This design comes from an exercise in tuning for small area, a short achievable clock period and few clock cycles per item on the open sky130 flow, not from production work. Function was checked by simulation only, so behaviour that the tests miss may differ from the original.

Design sparse_top, start of the top module:
module sparse_top #(
  parameter int LANES     = sparse_cfg_pkg::LANES_DEF,
  parameter int DATA_W    = sparse_cfg_pkg::DATA_W_DEF,
  parameter int ACC_W     = sparse_cfg_pkg::ACC_W_DEF,
  parameter int OUT_SHIFT = sparse_cfg_pkg::SHIFT_DEF
) (
  input  logic                    clk,
  input  logic                    rst_n,
  input  logic [LANES*DATA_W-1:0] weights_in,
  input  logic                    weights_valid,
  output logic                    weights_ready,
  input  logic [LANES*DATA_W-1:0] act_packed,
  input  logic [LANES-1:0]        act_mask,
  input  logic                    act_last,
  input  logic                    act_valid,
  output logic                    act_ready,
  output logic [LANES*DATA_W-1:0] out_packed,
  output logic [LANES-1:0]        out_mask,
  output logic                    out_valid,
  input  logic                    out_ready
);
  logic [LANES*DATA_W-1:0] lanes_d;
  logic [LANES*ACC_W-1:0]  acc_lanes;
  logic accept, weight_load, s1_en, acc_en, acc_clr, out_load;
  flow_controller controller (
    .clk(clk), .rst_n(rst_n),
    .weights_valid(weights_valid), .weights_ready(weights_ready),
    .act_valid(act_valid), .act_last(act_last), .act_ready(act_ready),
    .out_valid(out_valid), .out_ready(out_ready),
    .accept(accept), .weight_load(weight_load),
    .s1_en(s1_en), .acc_en(acc_en), .acc_clr(acc_clr), .out_load(out_load)
  );
  sparse_decoder #(.LANES(LANES), .DATA_W(DATA_W)) decoder (
    .act_packed(act_packed), .act_mask(act_mask), .lanes_d(lanes_d)
  );
  mac_lanes #(.LANES(LANES), .DATA_W(DATA_W), .ACC_W(ACC_W)) mac (
    .clk(clk),
  ...
Size: roughly 110 I/O pins.
==> flow/config.mk <==
export PLATFORM = sky130hd
export DESIGN_NAME = sparse_top
export DESIGN_NICKNAME = sparse_top
export VERILOG_FILES = /design/flow/design.v
export SDC_FILE = /design/flow/constraint.sdc
export NUM_CORES = 4
export LEC_CHECK = 0
export ABC_AREA = 1
export CAP_MARGIN = 20
export CORE_MARGIN = 2
export CORE_UTILIZATION = 40
export SETUP_SLACK_MARGIN = 3.6
export SLEW_MARGIN = 20
==> flow/constraint.sdc <==
create_clock -name core_clock -period 7.0 [get_ports {clk}]
set_input_delay 1.4000 -clock core_clock [delete_from_list [all_inputs] [get_ports {clk}]]
set_output_delay 1.4000 -clock core_clock [all_outputs]
set_load 0.01 [all_outputs]
run.sh (not shown) runs the stock make flow with config.mk's settings and CLKGATE_MAP_FILE= SYNTH_SCRIPT=/design/flow/synth_recipe.tcl, a recipe that flattens the netlist after the stock synthesis.
Testbench counts at the start, summed over its fixed seeds: cycles 11,168, groups 2,400.
Edit:
SETUP_SLACK_MARGIN = 3.8   (was 3.6)
Effect: Critical path depth is higher by 2. Wire length rose by about 2.2%. Fmax rose by 4.0%. Via count climbs by about 1%. First-iteration DRC count decreases by about 12%. Worst setup slack improves by 120 ps. Non-clock buffer count came out higher by 15. Clock skew hardly moves.
Edit:
SETUP_SLACK_MARGIN = 4.3   (was 3.8)
Core utilization rose by 4.1 points.
Synthesized area does not change.
Design area goes up by a little under a tenth.
Sequential share of layout area falls by 2.8 points.
Clock skew came out lower by 3.2 ps.
Cell count climbs by a few percent.

Starting RTL as in the previous note.
==> flow/config.mk <==
export PLATFORM = sky130hd
export DESIGN_NAME = sparse_top
export DESIGN_NICKNAME = sparse_top
export VERILOG_FILES = /design/flow/design.v
export SDC_FILE = /design/flow/constraint.sdc
export NUM_CORES = 4
export LEC_CHECK = 0
export ABC_AREA = 1
export CAP_MARGIN = 20
export CORE_MARGIN = 2
export CORE_UTILIZATION = 50
export SETUP_SLACK_MARGIN = 3.8
export SLEW_MARGIN = 20
==> flow/constraint.sdc <==
create_clock -name core_clock -period 7.0 [get_ports {clk}]
set_input_delay 1.4000 -clock core_clock [delete_from_list [all_inputs] [get_ports {clk}]]
set_output_delay 1.4000 -clock core_clock [all_outputs]
set_load 0.01 [all_outputs]
The starting point produced a clean layout.
Testbench counts at the start, summed over its fixed seeds: cycles 11,168, groups 2,400.
Edit:
Settings changed: CTS_CLUSTER_DIAMETER set to 250, CTS_CLUSTER_SIZE set to 25.
Outcome: Core utilization decreases by 1.6 points; routed wire length decreases slightly; sequential share of layout area increases by 1.0 points; synthesized cell count does not change; clock-buffer cell count decreases by 26; worst hold slack improved by 0.015 ns; design area decreases by a few percent; via count decreases slightly; worst setup slack improved by 0.029 ns.
Edit:
Settings changed: CTS_CLUSTER_DIAMETER 250 to not set, CTS_CLUSTER_SIZE 25 to not set, SETUP_SLACK_MARGIN 3.8 to 4, TNS_END_PERCENT set to 10.
=> The new run finished with timing, DRC and antenna clean. Design area came out higher by 3.2%. Utilization went up by 1.8 points. Global-route usage climbs by 0.46 points. Wire length went up by 0.44%. Worst setup slack gets worse by 0.0079 ns. Worst hold slack gets worse by 0.036 ns.

[what the ideal ports hide]
No port has a modelled driver above. Below, the same layouts with a new extraction and two added sets of constraints.
Step 1: set_driving_cell puts a clkbuf_16 on clk and a buf_2 on each other input, an assumption about the parent block.
Step 2, shift: input delay + t, output delay - t, t = (earliest + latest rising clock arrival at the registers) / 2. This alone moves slack from input paths to output paths.
Slacks: ideal / step 1 / step 2; pairs: ideal / step 1.
run	shift t [ns]	setup slack, ns	worst slew at a driven data input, ns
the first run of note 1	0.615	3.799 / 3.799 / 3.308	0.05
the second run of note 1	0.619	3.923 / 3.923 / 3.361	0.04
the third run of note 1	0.613	4.085 / 4.085 / 3.848	0.06
the first run of note 2	0.617	3.925 / 3.925 / 3.410	0.04
the second run of note 2	0.593	3.954 / 3.954 / 3.411	0.04
the third run of note 2	0.612	3.946 / 3.946 / 3.444	0.04
After both steps every run listed still meets setup and hold. For the second run of note 1, which loses most, drivers alone change the setup slack by 0.000 ns; drivers and shift together by -0.562 ns.
